Background: an optimization exercise with open tools, aiming at small area, a short achievable clock period and few clock cycles. Do not read the settings as production practice.

Setup of R:
## multiplicacao_matrizes_seq
module multiplicacao_matrizes_seq #(
  parameter int DATA_W = multiplicacao_pkg::DATA_W_DEF,
  parameter int MAX_N  = multiplicacao_pkg::MAX_N_DEF,
  parameter int SIZE_W = $clog2(MAX_N - 1),
  parameter int ACC_W  = 18
) (
  input  logic                            clk,
  input  logic                            rst_n,
  input  logic                            start,
  input  logic                            sat_en,
  input  logic [SIZE_W-1:0]               matrix_size,
  input  logic [MAX_N*MAX_N*DATA_W-1:0]   A,
  input  logic [MAX_N*MAX_N*DATA_W-1:0]   B,
  output logic                            busy,
  output logic                            done,
  output logic [MAX_N*MAX_N*DATA_W-1:0]   C,
  output logic                            overflow_flag
);
  localparam int CNT_W = 3;
  logic             run_q;      
  logic             done_q;     
  logic [MAX_N-1:0] first_q;    
  logic [CNT_W-1:0] cnt_q;
  logic             sat_q;
  logic [MAX_N-1:0] vld_q;      
  logic [DATA_W-1:0] a_q [MAX_N][MAX_N];
  logic [DATA_W-1:0] b_q [MAX_N][MAX_N];
  logic [ACC_W-1:0]  acc_q [MAX_N][MAX_N];
  logic [ACC_W-1:0]  acc_d [MAX_N][MAX_N];
  logic idle;
  ...
Size: ~8900 cells after synthesis, roughly 610 I/O pins, about 85000 um^2 of cells after synthesis.
==> module multiplicacao_matrizes_seq, before the edit <==
module multiplicacao_matrizes_seq #(
  parameter int DATA_W = multiplicacao_pkg::DATA_W_DEF,
  parameter int MAX_N  = multiplicacao_pkg::MAX_N_DEF,
  parameter int SIZE_W = $clog2(MAX_N - 1),
  parameter int ACC_W  = 18
) (
  input  logic                            clk,
  input  logic                            rst_n,
  input  logic                            start,
  input  logic                            sat_en,
  input  logic [SIZE_W-1:0]               matrix_size,
  input  logic [MAX_N*MAX_N*DATA_W-1:0]   A,
  input  logic [MAX_N*MAX_N*DATA_W-1:0]   B,
  output logic                            busy,
  output logic                            done,
  output logic [MAX_N*MAX_N*DATA_W-1:0]   C,
  output logic                            overflow_flag
);
  localparam int CNT_W = 3;
  logic             run_q;      
  logic             done_q;     
  logic [MAX_N-1:0] first_q;    
  logic [CNT_W-1:0] cnt_q;
  logic             sat_q;
  logic [MAX_N-1:0] vld_q;      
  logic [DATA_W-1:0] a_q [MAX_N][MAX_N];
  logic [DATA_W-1:0] b_q [MAX_N][MAX_N];
  logic [ACC_W-1:0]  acc_q [MAX_N][MAX_N];
  logic [ACC_W-1:0]  acc_d [MAX_N][MAX_N];
  logic idle;
  logic [CNT_W-1:0] n_m1;
  assign idle = !run_q && !done_q;
  assign busy = run_q;
  assign done = done_q;
  assign n_m1 = CNT_W'(multiplicacao_pkg::decode_n(int'(matrix_size), MAX_N) - 1);
  always_ff @(posedge clk or negedge rst_n) begin
    if (!rst_n) begin
      run_q   <= 1'b0;
      done_q  <= 1'b0;
      first_q <= '0;
      cnt_q   <= '0;
      sat_q   <= 1'b0;
      vld_q   <= '0;
    end else begin
      done_q  <= 1'b0;
      first_q <= '0;
      if (idle) begin
        if (start) begin
          run_q   <= 1'b1;
          for (int i = 0; i < MAX_N; i++) first_q[i] <= (i <= int'(n_m1));
          cnt_q   <= n_m1;
          sat_q   <= sat_en;
          for (int i = 0; i < MAX_N; i++) vld_q[i] <= (i <= int'(n_m1));
        end
      end else if (run_q) begin
        cnt_q <= cnt_q - 1'b1;
        if (cnt_q == '0) begin
          run_q  <= 1'b0;
          done_q <= 1'b1;
        end
      end
    end
  end
  logic accept;
  logic more;
  assign accept = idle && start;
  assign more   = run_q && (cnt_q != '0);
  always_ff @(posedge clk) begin
    for (int i = 0; i < MAX_N; i++) begin
      for (int k = 0; k < MAX_N; k++) begin
        if (!run_q) begin
          b_q[k][i] <= B[(k*MAX_N + i)*DATA_W +: DATA_W];
        end else begin
          b_q[k][i] <= (k < MAX_N-1) ? b_q[(k+1) % MAX_N][i] : '0;
        end
      end
      for (int k = 1; k < MAX_N; k++) begin
        if (!run_q) begin
          a_q[i][k] <= A[(i*MAX_N + k)*DATA_W +: DATA_W];
        end else begin
          a_q[i][k] <= (k < MAX_N-1) ? a_q[i][(k+1) % MAX_N] : '0;
        end
      end
    end
  end
  always_ff @(posedge clk or negedge rst_n) begin
    if (!rst_n) begin
      for (int i = 0; i < MAX_N; i++) a_q[i][0] <= '0;
    end else begin
      for (int i = 0; i < MAX_N; i++) begin
        a_q[i][0] <= ({DATA_W{accept}} & A[(i*MAX_N)*DATA_W +: DATA_W]) |
                     ({DATA_W{more}} & a_q[i][1]);
      end
    end
  end
  for (genvar gi = 0; gi < MAX_N; gi++) begin : g_mr
    for (genvar gj = 0; gj < MAX_N; gj++) begin : g_mc
      mac_unit u_mac (
        .a      (a_q[gi][0]),
        .b      (b_q[0][gj]),
        .acc_in (first_q[gi] ? ACC_W'(1 << (DATA_W-1)) : acc_q[gi][gj]),
        .sum    (acc_d[gi][gj])
      );
      always_ff @(posedge clk) acc_q[gi][gj] <= acc_d[gi][gj];
    end
  end
  logic [MAX_N*MAX_N-1:0] ovf_e;
  for (genvar gi = 0; gi < MAX_N; gi++) begin : g_row
    for (genvar gj = 0; gj < MAX_N; gj++) begin : g_col
      logic [DATA_W-1:0] y;
      logic              o;
      saturador #(
        .ACC_W  (ACC_W),
        .DATA_W (DATA_W)
      ) u_sat (
        .acc    (acc_q[gi][gj]),
        .sat_en (sat_q),
        .y      (y),
        .ovf    (o)
      );
      assign C[(gi*MAX_N + gj)*DATA_W +: DATA_W] = (vld_q[gi] && vld_q[gj]) ? y : '0;
      assign ovf_e[gi*MAX_N + gj] = vld_q[gi] && vld_q[gj] && o;
    end
  end
  assign overflow_flag = |ovf_e;
endmodule
Settings: LEC_CHECK=0, CAP_MARGIN=20, CORE_MARGIN=2, CORE_UTILIZATION=40, CTS_CLUSTER_DIAMETER=100, CTS_CLUSTER_SIZE=20, SLEW_MARGIN=20; clock period 11.0 ns.
standard.sh (not shown) runs the stock make flow with config.mk's settings and CLKGATE_MAP_FILE= SYNTH_SCRIPT=/design/flow/synth_recipe.tcl, a recipe that flattens the netlist after the stock synthesis.
==> flow/flow/run.sh <==
#!/bin/bash
# The standard layout (the standard.sh, unchanged synthesis), with extra
# ORFS settings from flow/knobs.txt (one VAR=value per line): a larger
# setup margin for timing repair and a plain buffer for the port buffers.
# The constraints, clock period and checks are unchanged.
set -euo pipefail
mapfile -t KNOBS < <(grep -v '^#' flow/knobs.txt | sed '/^$/d')
bash standard.sh "${KNOBS[@]}" finish > standard_flow.log 2>&1
==> flow/flow/knobs.txt <==
SETUP_SLACK_MARGIN=6
BUFFER_PORTS_ARGS=-buffer_cell sky130_fd_sc_hd__buf_1
Here is what was changed in the inputs of Q compared with R.
--- a/flow/design.v
+++ b/flow/design.v
@@ -61,9 +61,8 @@
 );
   localparam int CNT_W = 3;
   logic             run_q;      
   logic             done_q;     
-  logic [MAX_N-1:0] first_q;    
   logic [CNT_W-1:0] cnt_q;
   logic             sat_q;
   logic [MAX_N-1:0] vld_q;      
   logic [DATA_W-1:0] a_q [MAX_N][MAX_N];
@@ -79,19 +78,16 @@
   always_ff @(posedge clk or negedge rst_n) begin
     if (!rst_n) begin
       run_q   <= 1'b0;
       done_q  <= 1'b0;
-      first_q <= '0;
       cnt_q   <= '0;
       sat_q   <= 1'b0;
       vld_q   <= '0;
     end else begin
       done_q  <= 1'b0;
-      first_q <= '0;
       if (idle) begin
         if (start) begin
           run_q   <= 1'b1;
-          for (int i = 0; i < MAX_N; i++) first_q[i] <= (i <= int'(n_m1));
           cnt_q   <= n_m1;
           sat_q   <= sat_en;
           for (int i = 0; i < MAX_N; i++) vld_q[i] <= (i <= int'(n_m1));
         end
@@ -110,42 +106,37 @@
   assign more   = run_q && (cnt_q != '0);
   always_ff @(posedge clk) begin
     for (int i = 0; i < MAX_N; i++) begin
       for (int k = 0; k < MAX_N; k++) begin
-        if (!run_q) begin
+        if (!run_q || k == MAX_N-1) begin
           b_q[k][i] <= B[(k*MAX_N + i)*DATA_W +: DATA_W];
         end else begin
-          b_q[k][i] <= (k < MAX_N-1) ? b_q[(k+1) % MAX_N][i] : '0;
+          b_q[k][i] <= b_q[(k+1) % MAX_N][i];
         end
       end
       for (int k = 1; k < MAX_N; k++) begin
-        if (!run_q) begin
+        if (!run_q || k == MAX_N-1) begin
           a_q[i][k] <= A[(i*MAX_N + k)*DATA_W +: DATA_W];
         end else begin
-          a_q[i][k] <= (k < MAX_N-1) ? a_q[i][(k+1) % MAX_N] : '0;
+          a_q[i][k] <= a_q[i][(k+1) % MAX_N];
         end
       end
-    end
-  end
-  always_ff @(posedge clk or negedge rst_n) begin
-    if (!rst_n) begin
-      for (int i = 0; i < MAX_N; i++) a_q[i][0] <= '0;
-    end else begin
-      for (int i = 0; i < MAX_N; i++) begin
-        a_q[i][0] <= ({DATA_W{accept}} & A[(i*MAX_N)*DATA_W +: DATA_W]) |
-                     ({DATA_W{more}} & a_q[i][1]);
-      end
+      a_q[i][0] <= ({DATA_W{accept}} & A[(i*MAX_N)*DATA_W +: DATA_W]) |
+                   ({DATA_W{more}} & a_q[i][1]);
     end
   end
   for (genvar gi = 0; gi < MAX_N; gi++) begin : g_mr
     for (genvar gj = 0; gj < MAX_N; gj++) begin : g_mc
       mac_unit u_mac (
         .a      (a_q[gi][0]),
         .b      (b_q[0][gj]),
-        .acc_in (first_q[gi] ? ACC_W'(1 << (DATA_W-1)) : acc_q[gi][gj]),
+        .acc_in (acc_q[gi][gj]),
         .sum    (acc_d[gi][gj])
       );
-      always_ff @(posedge clk) acc_q[gi][gj] <= acc_d[gi][gj];
+      always_ff @(posedge clk) begin
+        if (accept) acc_q[gi][gj] <= ACC_W'(1 << (DATA_W-1));
+        else        acc_q[gi][gj] <= acc_d[gi][gj];
+      end
     end
   end
   logic [MAX_N*MAX_N-1:0] ovf_e;
   for (genvar gi = 0; gi < MAX_N; gi++) begin : g_row
@@ -160,10 +151,11 @@
         .sat_en (sat_q),
         .y      (y),
         .ovf    (o)
       );
-      assign C[(gi*MAX_N + gj)*DATA_W +: DATA_W] = (vld_q[gi] && vld_q[gj]) ? y : '0;
-      assign ovf_e[gi*MAX_N + gj] = vld_q[gi] && vld_q[gj] && o;
+      localparam int GM = (gi > gj) ? gi : gj;
+      assign C[(gi*MAX_N + gj)*DATA_W +: DATA_W] = vld_q[GM] ? y : '0;
+      assign ovf_e[gi*MAX_N + gj] = vld_q[GM] && o;
     end
   end
   assign overflow_flag = |ovf_e;
 endmodule
- Row global-route met1 utilization: Q higher / R lower
- Maximum operating frequency in Q is 0.0050 GHz lower than in R
- The setup slack on the worst flop-to-flop path reported for Q is smaller than that of R by 0.09 ns.
- | mean post-synth cell area | Q vs R | about 0.7% higher |
- For maximum single-stage delay on the critical path, Q and R come out practically identical.
- Fraction of the mapped netlist area in simple logic gates in Q is 2.2 points lower than in R
Function was not checked in any run of this note: the RTL went through the layout flow alone.

birch:
Starting RTL as in the previous note.
==> flow/config.mk <==
export PLATFORM = sky130hd
export DESIGN_NAME = multiplicacao_matrizes_seq
export DESIGN_NICKNAME = multiplicacao_matrizes_seq
export VERILOG_FILES = /design/flow/design.v
export SDC_FILE = /design/flow/constraint.sdc
export NUM_CORES = 4
export LEC_CHECK = 0
export CAP_MARGIN = 20
export CORE_MARGIN = 2
export CORE_UTILIZATION = 40
export CTS_CLUSTER_DIAMETER = 100
export CTS_CLUSTER_SIZE = 20
export SLEW_MARGIN = 20
==> flow/constraint.sdc <==
create_clock -name core_clock -period 11.0 [get_ports {clk}]
set_input_delay 2.2000 -clock core_clock [delete_from_list [all_inputs] [get_ports {clk}]]
set_output_delay 2.2000 -clock core_clock [all_outputs]
set_load 0.01 [all_outputs]
==> flow/flow/knobs.txt <==
SETUP_SLACK_MARGIN=5.75
BUFFER_PORTS_ARGS=-buffer_cell sky130_fd_sc_hd__buf_1
Scripts as last shown in full above: flow/flow/run.sh
Edits applied to the flow inputs when going from birch to cedar:
diff --git a/flow/design.v b/flow/design.v
--- a/flow/design.v
+++ b/flow/design.v
@@ -59,13 +59,12 @@
   output logic [MAX_N*MAX_N*DATA_W-1:0]   C,
   output logic                            overflow_flag
 );
   localparam int CNT_W = 3;
   logic             run_q;      
   logic             done_q;     
-  logic [MAX_N-1:0] first_q;    
   logic [CNT_W-1:0] cnt_q;
   logic             sat_q;
   logic [MAX_N-1:0] vld_q;      
   logic [DATA_W-1:0] a_q [MAX_N][MAX_N];
   logic [DATA_W-1:0] b_q [MAX_N][MAX_N];
   logic [ACC_W-1:0]  acc_q [MAX_N][MAX_N];
@@ -77,23 +76,20 @@
   assign done = done_q;
   assign n_m1 = CNT_W'(multiplicacao_pkg::decode_n(int'(matrix_size), MAX_N) - 1);
   always_ff @(posedge clk or negedge rst_n) begin
     if (!rst_n) begin
       run_q   <= 1'b0;
       done_q  <= 1'b0;
-      first_q <= '0;
       cnt_q   <= '0;
       sat_q   <= 1'b0;
       vld_q   <= '0;
     end else begin
       done_q  <= 1'b0;
-      first_q <= '0;
       if (idle) begin
         if (start) begin
           run_q   <= 1'b1;
-          for (int i = 0; i < MAX_N; i++) first_q[i] <= (i <= int'(n_m1));
           cnt_q   <= n_m1;
           sat_q   <= sat_en;
           for (int i = 0; i < MAX_N; i++) vld_q[i] <= (i <= int'(n_m1));
         end
       end else if (run_q) begin
         cnt_q <= cnt_q - 1'b1;
@@ -108,46 +104,41 @@
   logic more;
   assign accept = idle && start;
   assign more   = run_q && (cnt_q != '0);
   always_ff @(posedge clk) begin
     for (int i = 0; i < MAX_N; i++) begin
       for (int k = 0; k < MAX_N; k++) begin
-        if (!run_q) begin
+        if (!run_q || k == MAX_N-1) begin
           b_q[k][i] <= B[(k*MAX_N + i)*DATA_W +: DATA_W];
         end else begin
-          b_q[k][i] <= (k < MAX_N-1) ? b_q[(k+1) % MAX_N][i] : '0;
+          b_q[k][i] <= b_q[(k+1) % MAX_N][i];
         end
       end
       for (int k = 1; k < MAX_N; k++) begin
-        if (!run_q) begin
+        if (!run_q || k == MAX_N-1) begin
           a_q[i][k] <= A[(i*MAX_N + k)*DATA_W +: DATA_W];
         end else begin
-          a_q[i][k] <= (k < MAX_N-1) ? a_q[i][(k+1) % MAX_N] : '0;
+          a_q[i][k] <= a_q[i][(k+1) % MAX_N];
         end
       end
-    end
-  end
-  always_ff @(posedge clk or negedge rst_n) begin
-    if (!rst_n) begin
-      for (int i = 0; i < MAX_N; i++) a_q[i][0] <= '0;
-    end else begin
-      for (int i = 0; i < MAX_N; i++) begin
-        a_q[i][0] <= ({DATA_W{accept}} & A[(i*MAX_N)*DATA_W +: DATA_W]) |
-                     ({DATA_W{more}} & a_q[i][1]);
-      end
+      a_q[i][0] <= ({DATA_W{accept}} & A[(i*MAX_N)*DATA_W +: DATA_W]) |
+                   ({DATA_W{more}} & a_q[i][1]);
     end
   end
   for (genvar gi = 0; gi < MAX_N; gi++) begin : g_mr
     for (genvar gj = 0; gj < MAX_N; gj++) begin : g_mc
       mac_unit u_mac (
         .a      (a_q[gi][0]),
         .b      (b_q[0][gj]),
-        .acc_in (first_q[gi] ? ACC_W'(1 << (DATA_W-1)) : acc_q[gi][gj]),
+        .acc_in (acc_q[gi][gj]),
         .sum    (acc_d[gi][gj])
       );
-      always_ff @(posedge clk) acc_q[gi][gj] <= acc_d[gi][gj];
+      always_ff @(posedge clk) begin
+        if (accept) acc_q[gi][gj] <= ACC_W'(1 << (DATA_W-1));
+        else        acc_q[gi][gj] <= acc_d[gi][gj];
+      end
     end
   end
   logic [MAX_N*MAX_N-1:0] ovf_e;
   for (genvar gi = 0; gi < MAX_N; gi++) begin : g_row
     for (genvar gj = 0; gj < MAX_N; gj++) begin : g_col
       logic [DATA_W-1:0] y;
@@ -158,14 +149,15 @@
       ) u_sat (
         .acc    (acc_q[gi][gj]),
         .sat_en (sat_q),
         .y      (y),
         .ovf    (o)
       );
-      assign C[(gi*MAX_N + gj)*DATA_W +: DATA_W] = (vld_q[gi] && vld_q[gj]) ? y : '0;
-      assign ovf_e[gi*MAX_N + gj] = vld_q[gi] && vld_q[gj] && o;
+      localparam int GM = (gi > gj) ? gi : gj;
+      assign C[(gi*MAX_N + gj)*DATA_W +: DATA_W] = vld_q[GM] ? y : '0;
+      assign ovf_e[gi*MAX_N + gj] = vld_q[GM] && o;
     end
   end
   assign overflow_flag = |ovf_e;
 endmodule
 module mac_unit (
   input  logic [7:0]  a,
Findings:
cedar: full flow OK, the timing, DRC and antenna checks passed. birch finished every stage and its layout cleared the timing, DRC and antenna checks. Compared to birch, cedar has detailed router's first-iteration violation count about 8% higher. On synthesized area, cedar and birch are neck and neck. Initial core utilization across cedar and birch: no real change. Row final critical path time including I/O delays and setup: cedar higher / birch lower. Compared with birch, cedar shows a sequential cell count that is 0.58% lower. On footprint of the multi-input gates, cedar and birch are neck and neck.
No run of this note included a check of the RTL's function; only the layout flow was run.

==> what the ideal ports hide <==
How much do the figures lean on ideal ports? The routed layouts below were timed once more, with nothing changed but the port constraints. Step 1, drivers: a clkbuf_16 drives clk and a buf_2 each remaining input, both assumed. Step 2 times the ports against the registers' clock, not the clock port: input delays grow and output delays shrink by t, the midpoint of the rising clock arrivals with the driver on. Slacks: ideal / step 1 / step 2; pairs: ideal / step 1.
| run | t, ns | setup WS [ns] | slew at the worst register clock pin (ns) |
|---|---|---|---|
| R | 0.864 | 5.599 / 5.498 / 5.998 | 0.11 / 0.11 |
| Q | 0.865 | 5.448 / 5.347 / 5.727 | 0.10 / 0.10 |
| birch | 0.826 | 5.661 / 5.570 / 5.811 | 0.10 / 0.10 |
| cedar | 0.855 | 5.436 / 5.337 / 5.718 | 0.10 / 0.10 |
After both steps every run listed still meets setup and hold.
